Background: an optimization exercise with open tools, aiming at small area, a short achievable clock period and few clock cycles. Do not read the settings as production practice. The RTL was checked by simulation tests, not by an equivalence proof against the original design. No activity file was given, so power comes from the tool's default toggle rates.

==> exp/yarrow <==
==> flow/design.v <==
`timescale 1ns / 1ps
package evq_pkg;
    typedef enum logic [1:0] {
        OP_POST  = 2'd0,
        OP_GET   = 2'd1,
        OP_PEEK  = 2'd2,
        OP_FLUSH = 2'd3
    } evq_op_t;
    typedef struct packed {
        logic [15:0]        ev_type;
        logic [15:0]        message;
        logic [15:0]        modifiers;
        logic signed [15:0] x;
        logic signed [15:0] y;
        logic [31:0]        stamp;
    } evq_rec_t;
    localparam int REC_W = 5 * 16 + 32;   
    typedef struct packed {
        logic hit;      
        logic at_end;   
    } evq_stat_t;
endpackage
`timescale 1ns / 1ps
module evq_match #(
    parameter int N = 15
) (
    input  logic [N-1:0][15:0] slot_type,
    input  logic [N-1:0]       live,
    input  logic [N-1:0]       at_or_after_head,
    input  logic [15:0]        mask,
    output logic [N-1:0]       hits,
    output logic [N-1:0]       first,
    output logic               any_hit,
    output logic               two_hits
);
    logic [N-1:0][N-1:0] ahead;    
    always_comb
    begin
        for (int i = 0; i < N; i++)
        begin
            hits[i] = live[i] && |(slot_type[i] & mask);
        end
    end
    always_comb
    begin
        for (int i = 0; i < N; i++)
        begin
            for (int j = 0; j < N; j++)
            begin
                if (j < i)
                begin
                    ahead[i][j] = at_or_after_head[j] || !at_or_after_head[i];
                end
                else if (j > i)
                begin
                    ahead[i][j] = at_or_after_head[j] && !at_or_after_head[i];
                end
                else
                begin
                    ahead[i][j] = 1'b0;
                end
            end
        end
    end
    always_comb
    begin
        for (int i = 0; i < N; i++)
        begin
            first[i] = hits[i] && !(|(hits & ahead[i]));
        end
    end
    assign any_hit = |hits;
    always_comb
    begin
        two_hits = 1'b0;
        for (int i = 1; i < N; i++)
        begin
            two_hits = two_hits | (hits[i] & |(hits & N'((1 << i) - 1)));
        end
    end
endmodule
`timescale 1ns / 1ps
module evq_ram #(
    parameter int WIDTH = 112,
    parameter int DEPTH = 15
) (
    input  logic                        clk,
    input  logic [DEPTH-1:0]            we,
    input  logic [WIDTH-1:0]            wdata,
    output logic [DEPTH-1:0][WIDTH-1:0] words
);
    logic [DEPTH-1:0][WIDTH-1:0] mem;
    always_ff @(posedge clk)
    begin
        for (int i = 0; i < DEPTH; i++)
        begin
            if (we[i])
            begin
                mem[i] <= wdata;
            end
        end
    end
    assign words = mem;
endmodule
`timescale 1ns / 1ps
module masked_event_ring_queue #(
    parameter int QUEUE_DEPTH = 16
) (
    input  logic               clk,
    input  logic               rst_n,
    input  logic               in_valid,
    output logic               in_stall,
    input  logic [1:0]         op,
    input  logic [15:0]        mask,
    input  logic [15:0]        ev_type,
    input  logic [15:0]        ev_message,
    input  logic [15:0]        ev_modifiers,
    input  logic signed [15:0] ev_x,
    input  logic signed [15:0] ev_y,
    input  logic [31:0]        now_tick,
    input  logic signed [15:0] cur_x,
    input  logic signed [15:0] cur_y,
    input  logic [15:0]        cur_modifiers,
    output logic               out_valid,
    input  logic               out_stall,
    output logic               found,
    output logic [15:0]        out_type,
    output logic [15:0]        out_message,
    output logic [15:0]        out_modifiers,
    output logic signed [15:0] out_x,
    output logic signed [15:0] out_y,
    output logic [31:0]        out_when
);
    localparam int N     = QUEUE_DEPTH - 1;
    localparam int IDX_W = $clog2(N);
    localparam int W     = evq_pkg::REC_W;
    logic [N-1:0]        hoh_reg;        
    logic [N-1:0]        toh_reg;        
    logic [N-1:0]        hge_reg;        
    logic [N-1:0]        live_reg;       
    logic [N-1:0]        dead_reg;       
    logic                full_reg;       
    logic                fp_reg;
    logic [8:0]          cnt_lo_reg;     
    logic [6:0]          cnt_hi_gt_reg;  
    logic                v1_reg;
    logic                found1_reg;
    logic [N-1:0]        sel1_reg;
    logic [15:0]         cx1_reg, cy1_reg, cmod1_reg;
    logic                out_vld_reg;
    logic                out_found_reg;
    evq_pkg::evq_rec_t   out_rec_reg;
    logic                s2_free;
    logic                s1_stuck;
    logic                acc;
    logic                acc_post;
    logic                acc_query;
    logic                is_get, is_flush;
    evq_pkg::evq_rec_t   post_rec;
    evq_pkg::evq_rec_t   rd_rec;
    logic [N-1:0][W-1:0] words;
    logic [N-1:0][15:0]  types;
    logic [N-1:0]        we;
    logic [N-1:0]        hits;
    logic [N-1:0]        first;
    logic                any_hit;
    logic                take1;
    logic                two_hits;
    logic                drop;
    logic                step1;
    logic [N-1:0]        c_gt;           
    logic [N-1:0]        fl_hge;         
    logic [N-1:0]        fl_drop;        
    logic [N-1:0]        fl_head;        
    logic [8:0]          cnt_hi;
    logic [N-1:0]        hoh_next, toh_next, hge_next, live_next, dead_next;
    logic                full_next;
    logic                near_full;
    function automatic logic [4:0] cnt4(input logic [3:0] b);
        cnt4 = '0;
        for (int m = 0; m < 16; m++)
        begin
            if (b == 4'(m))
            begin
                cnt4[(m & 1) + ((m >> 1) & 1) + ((m >> 2) & 1) + ((m >> 3) & 1)] = 1'b1;
            end
        end
    endfunction
    function automatic logic [8:0] add_oh44(input logic [4:0] a, input logic [4:0] b);
        add_oh44 = '0;
        for (int i = 0; i < 5; i++)
        begin
            for (int j = 0; j < 5; j++)
            begin
                add_oh44[i+j] = add_oh44[i+j] | (a[i] & b[j]);
            end
        end
    endfunction
    function automatic logic [N-1:0] rot1(input logic [N-1:0] v);
        rot1 = {v[N-2:0], v[N-1]};
    endfunction
    assign s2_free   = !out_vld_reg || !out_stall;
    assign s1_stuck  = v1_reg && !s2_free;
    assign in_stall  = s1_stuck || (fp_reg && (op != evq_pkg::OP_POST));
    assign acc       = in_valid && !in_stall;
    assign acc_post  = acc && (op == evq_pkg::OP_POST);
    assign acc_query = acc && (op != evq_pkg::OP_POST);
    assign is_get    = (op == evq_pkg::OP_GET);
    assign is_flush  = (op == evq_pkg::OP_FLUSH);
    always_comb
    begin
        post_rec.ev_type   = ev_type;
        post_rec.message   = ev_message;
        post_rec.modifiers = ev_modifiers;
        post_rec.x         = ev_x;
        post_rec.y         = ev_y;
        post_rec.stamp     = now_tick;
        for (int i = 0; i < N; i++)
        begin
            types[i] = words[i][W-1 -: 16];
        end
    end
    assign we = acc_post ? toh_reg : '0;
    evq_ram #(
        .WIDTH (W),
        .DEPTH (N)
    ) u_ram (
        .clk   (clk),
        .we    (we),
        .wdata (post_rec),
        .words (words)
    );
    evq_match #(
        .N (N)
    ) u_match (
        .slot_type        (types),
        .live             (live_reg & ~dead_reg),
        .at_or_after_head (hge_reg),
        .mask             (mask),
        .hits             (hits),
        .first            (first),
        .any_hit          (any_hit),
        .two_hits         (two_hits)
    );
    assign take1     = acc_query && any_hit && (is_get || is_flush);
    assign drop      = acc_post && full_reg;
    assign step1     = take1 || drop;
    assign near_full = |(rot1(toh_reg) & hoh_reg);
    assign cnt_hi = add_oh44(cnt4(hits[11:8]), cnt4({1'b0, hits[14:12]}));
    always_comb
    begin
        for (int k = 0; k < N; k++)
        begin
            c_gt[k] = 1'b0;
            for (int a = 0; a < 9; a++)
            begin
                if (a > k)
                begin
                    c_gt[k] = c_gt[k] | cnt_lo_reg[a];
                end
                else if (k - a < 7)
                begin
                    c_gt[k] = c_gt[k] | (cnt_lo_reg[a] & cnt_hi_gt_reg[k-a]);
                end
            end
        end
        for (int i = 0; i < N; i++)
        begin
            fl_drop[i] = 1'b0;
            for (int k = 0; k < N; k++)
            begin
                if (k < N - 1)
                begin
                    fl_drop[i] = fl_drop[i] | (hoh_reg[(i - k + N) % N] & c_gt[k+1]);
                end
            end
        end
        for (int i = 0; i < N; i++)
        begin
            fl_head[i] = fl_drop[(i + N - 1) % N] & !fl_drop[i];
        end
        fl_hge = fl_drop[N-1] ? ~(fl_drop & ~hge_reg) : (hge_reg & ~fl_drop);
    end
    always_comb
    begin
        toh_next  = acc_post ? rot1(toh_reg) : toh_reg;
        dead_next = (dead_reg
                     | ((acc_query && is_get) ? first : '0)
                     | ((acc_query && is_flush) ? hits : '0))
                    & ~(acc_post ? toh_reg : '0);
        if (fp_reg)
        begin
            hoh_next = fl_head;
            hge_next = fl_hge;
            live_next = (live_reg & ~fl_drop) | (acc_post ? toh_reg : '0);
            full_next = acc_post && |(rot1(toh_reg) & fl_head);
        end
        else
        begin
            hoh_next  = step1 ? rot1(hoh_reg) : hoh_reg;
            hge_next  = step1 ? (hoh_reg[N-1] ? '1 : (hge_reg & ~hoh_reg)) : hge_reg;
            live_next = (live_reg & ~(step1 ? hoh_reg : '0)) | (acc_post ? toh_reg : '0);
            full_next = acc_post ? (full_reg || near_full) : (full_reg && !(acc_query && any_hit && (is_get || is_flush)));
        end
    end
    always_ff @(posedge clk or negedge rst_n)
    begin
        if (!rst_n)
        begin
            hoh_reg     <= N'(1);
            toh_reg     <= N'(1);
            hge_reg     <= '1;
            live_reg    <= '0;
            full_reg    <= 1'b0;
            fp_reg      <= 1'b0;
            v1_reg      <= 1'b0;
            out_vld_reg <= 1'b0;
        end
        else
        begin
            hoh_reg     <= hoh_next;
            toh_reg     <= toh_next;
            hge_reg     <= hge_next;
            live_reg    <= live_next;
            full_reg    <= full_next;
            fp_reg      <= acc_query && is_flush && two_hits;
            v1_reg      <= acc_query || s1_stuck;
            out_vld_reg <= v1_reg || (out_vld_reg && out_stall);
        end
    end
    always_ff @(posedge clk)
    begin
        dead_reg <= dead_next;
        cnt_lo_reg <= add_oh44(cnt4(hits[3:0]), cnt4(hits[7:4]));
        for (int k = 0; k < 7; k++)
        begin
            cnt_hi_gt_reg[k] <= |(cnt_hi >> (k + 1));
        end
        if (!s1_stuck)
        begin
            found1_reg <= any_hit && !is_flush;
            sel1_reg   <= is_flush ? '0 : first;
            cx1_reg    <= cur_x;
            cy1_reg    <= cur_y;
            cmod1_reg  <= cur_modifiers;
        end
        if (s2_free)
        begin
            out_found_reg <= found1_reg;
            out_rec_reg   <= rd_rec;
        end
    end
    always_comb
    begin
        rd_rec = '0;
        for (int i = 0; i < N; i++)
        begin
            rd_rec = rd_rec | ({W{sel1_reg[i]}} & words[i]);
        end
        if (!found1_reg)
        begin
            rd_rec.modifiers = cmod1_reg;
            rd_rec.x         = cx1_reg;
            rd_rec.y         = cy1_reg;
        end
    end
    assign out_valid     = out_vld_reg;
    assign found         = out_found_reg;
    assign out_type      = out_rec_reg.ev_type;
    assign out_message   = out_rec_reg.message;
    assign out_modifiers = out_rec_reg.modifiers;
    assign out_x         = out_rec_reg.x;
    assign out_y         = out_rec_reg.y;
    assign out_when      = out_rec_reg.stamp;
endmodule
==> flow/run.sh <==
#!/bin/bash
# synth_recipe.tcl (not shown) runs the flow's synth.tcl, then flattens the netlist and writes it again
# the make line also repeats each setting of config.mk as NAME=value (left out here)
make -C /OpenROAD-flow-scripts/flow DESIGN_CONFIG=/design/flow/config.mk WORK_HOME=/design/flow/orfs CLKGATE_MAP_FILE= SYNTH_SCRIPT=/design/flow/synth_recipe.tcl finish
==> flow/config.mk <==
export PLATFORM = sky130hd
export DESIGN_NAME = masked_event_ring_queue
export DESIGN_NICKNAME = masked_event_ring_queue
export VERILOG_FILES = /design/flow/design.v
export SDC_FILE = /design/flow/constraint.sdc
export NUM_CORES = 4
export LEC_CHECK = 0
export ABC_CLOCK_PERIOD_IN_PS = 2500
export CAP_MARGIN = 20
export CORE_MARGIN = 2
export CORE_UTILIZATION = 65
export CTS_CLUSTER_DIAMETER = 80
export CTS_CLUSTER_SIZE = 25
export PLACE_DENSITY = 0.76
export SETUP_SLACK_MARGIN = 2.4
export SLEW_MARGIN = 20
==> flow/constraint.sdc <==
create_clock -name core_clock -period 5.0 [get_ports {clk}]
set_input_delay 1.0000 -clock core_clock [delete_from_list [all_inputs] [get_ports {clk}]]
set_output_delay 1.0000 -clock core_clock [all_outputs]
set_load 0.01 [all_outputs]
==> exp/cedar (differences from exp/yarrow) <==
--- a/flow/design.v
+++ b/flow/design.v
@@ -30,8 +30,7 @@
     input  logic [15:0]        mask,
     output logic [N-1:0]       hits,
     output logic [N-1:0]       first,
-    output logic               any_hit,
-    output logic               two_hits
+    output logic               any_hit
 );
     logic [N-1:0][N-1:0] ahead;    
     always_comb
@@ -70,14 +69,6 @@
         end
     end
     assign any_hit = |hits;
-    always_comb
-    begin
-        two_hits = 1'b0;
-        for (int i = 1; i < N; i++)
-        begin
-            two_hits = two_hits | (hits[i] & |(hits & N'((1 << i) - 1)));
-        end
-    end
 endmodule
 `timescale 1ns / 1ps
 module evq_ram #(
@@ -165,7 +156,6 @@
     logic [N-1:0]        first;
     logic                any_hit;
     logic                take1;
-    logic                two_hits;
     logic                drop;
     logic                step1;
     logic [N-1:0]        c_gt;           
@@ -239,10 +229,9 @@
         .mask             (mask),
         .hits             (hits),
         .first            (first),
-        .any_hit          (any_hit),
-        .two_hits         (two_hits)
+        .any_hit          (any_hit)
     );
-    assign take1     = acc_query && any_hit && (is_get || is_flush);
+    assign take1     = acc_query && any_hit && is_get;
     assign drop      = acc_post && full_reg;
     assign step1     = take1 || drop;
     assign near_full = |(rot1(toh_reg) & hoh_reg);
@@ -269,15 +258,12 @@
             fl_drop[i] = 1'b0;
             for (int k = 0; k < N; k++)
             begin
-                if (k < N - 1)
-                begin
-                    fl_drop[i] = fl_drop[i] | (hoh_reg[(i - k + N) % N] & c_gt[k+1]);
-                end
+                fl_drop[i] = fl_drop[i] | (hoh_reg[(i - k + N) % N] & c_gt[k]);
             end
         end
         for (int i = 0; i < N; i++)
         begin
-            fl_head[i] = fl_drop[(i + N - 1) % N] & !fl_drop[i];
+            fl_head[i] = c_gt[N-1] ? hoh_reg[i] : (fl_drop[(i + N - 1) % N] & !fl_drop[i]);
         end
         fl_hge = fl_drop[N-1] ? ~(fl_drop & ~hge_reg) : (hge_reg & ~fl_drop);
     end
@@ -323,7 +309,7 @@
             hge_reg     <= hge_next;
             live_reg    <= live_next;
             full_reg    <= full_next;
-            fp_reg      <= acc_query && is_flush && two_hits;
+            fp_reg      <= acc_query && is_flush && any_hit;
             v1_reg      <= acc_query || s1_stuck;
             out_vld_reg <= v1_reg || (out_vld_reg && out_stall);
         end
Settings changed: CORE_UTILIZATION 65 to 45, CTS_CLUSTER_DIAMETER 80 to default, CTS_CLUSTER_SIZE 25 to 30, PLACE_DENSITY 0.76 to default, SETUP_SLACK_MARGIN 2.4 to 2.5.
==> notes <==
- Sequential power is about the same in exp/yarrow and exp/cedar.
- Clock-buffer cell count: exp/cedar is higher than exp/yarrow (141).
- Against exp/cedar, the final cell count of exp/yarrow is smaller by about 15%.
- In exp/yarrow the setup slack is worse than in exp/cedar, by 0.094 ns.
- Of exp/yarrow and exp/cedar, exp/cedar has the higher maximum frequency (gap 3.1%, measured against exp/cedar).
- Flip-flop and latch count is the same in exp/yarrow and exp/cedar.
- Clock power: exp/yarrow is lower than exp/cedar (40%).
Testbench counts of exp/yarrow, summed over its fixed seeds: cycles 8,177.
Testbench counts of exp/cedar, summed over its fixed seeds: cycles 8,286.

## separate check: timing with driven ports
No port has a modelled driver above. Below, the same layouts with a new extraction and two added sets of constraints.
Step 1, drivers: a clkbuf_16 drives clk and a buf_2 each remaining input, both assumed.
Step 2 also shifts input and output timing later by t, the mid clock arrival at the registers, as if the neighbouring blocks saw the same clock.
a / b / c = no drivers / after step 1 / after step 2; a / b = the first two.
| run | t, ns | setup WS [ns] | worst setup path after step 2 | worst slew at a driven data input, ns | pins driven straight from the clock port |
|---|---|---|---|---|---|
| exp/yarrow | 0.792 | 1.937 / 1.943 / 1.167 | input to register | 0.18 | 1 |
| exp/cedar | 0.897 | 2.031 / 2.031 / 1.195 | input to register | 0.20 | 1 |
After both steps setup and hold are still met in every run listed. For exp/cedar, which loses most, drivers alone change the setup slack by 0.000 ns; drivers and shift together by -0.836 ns.
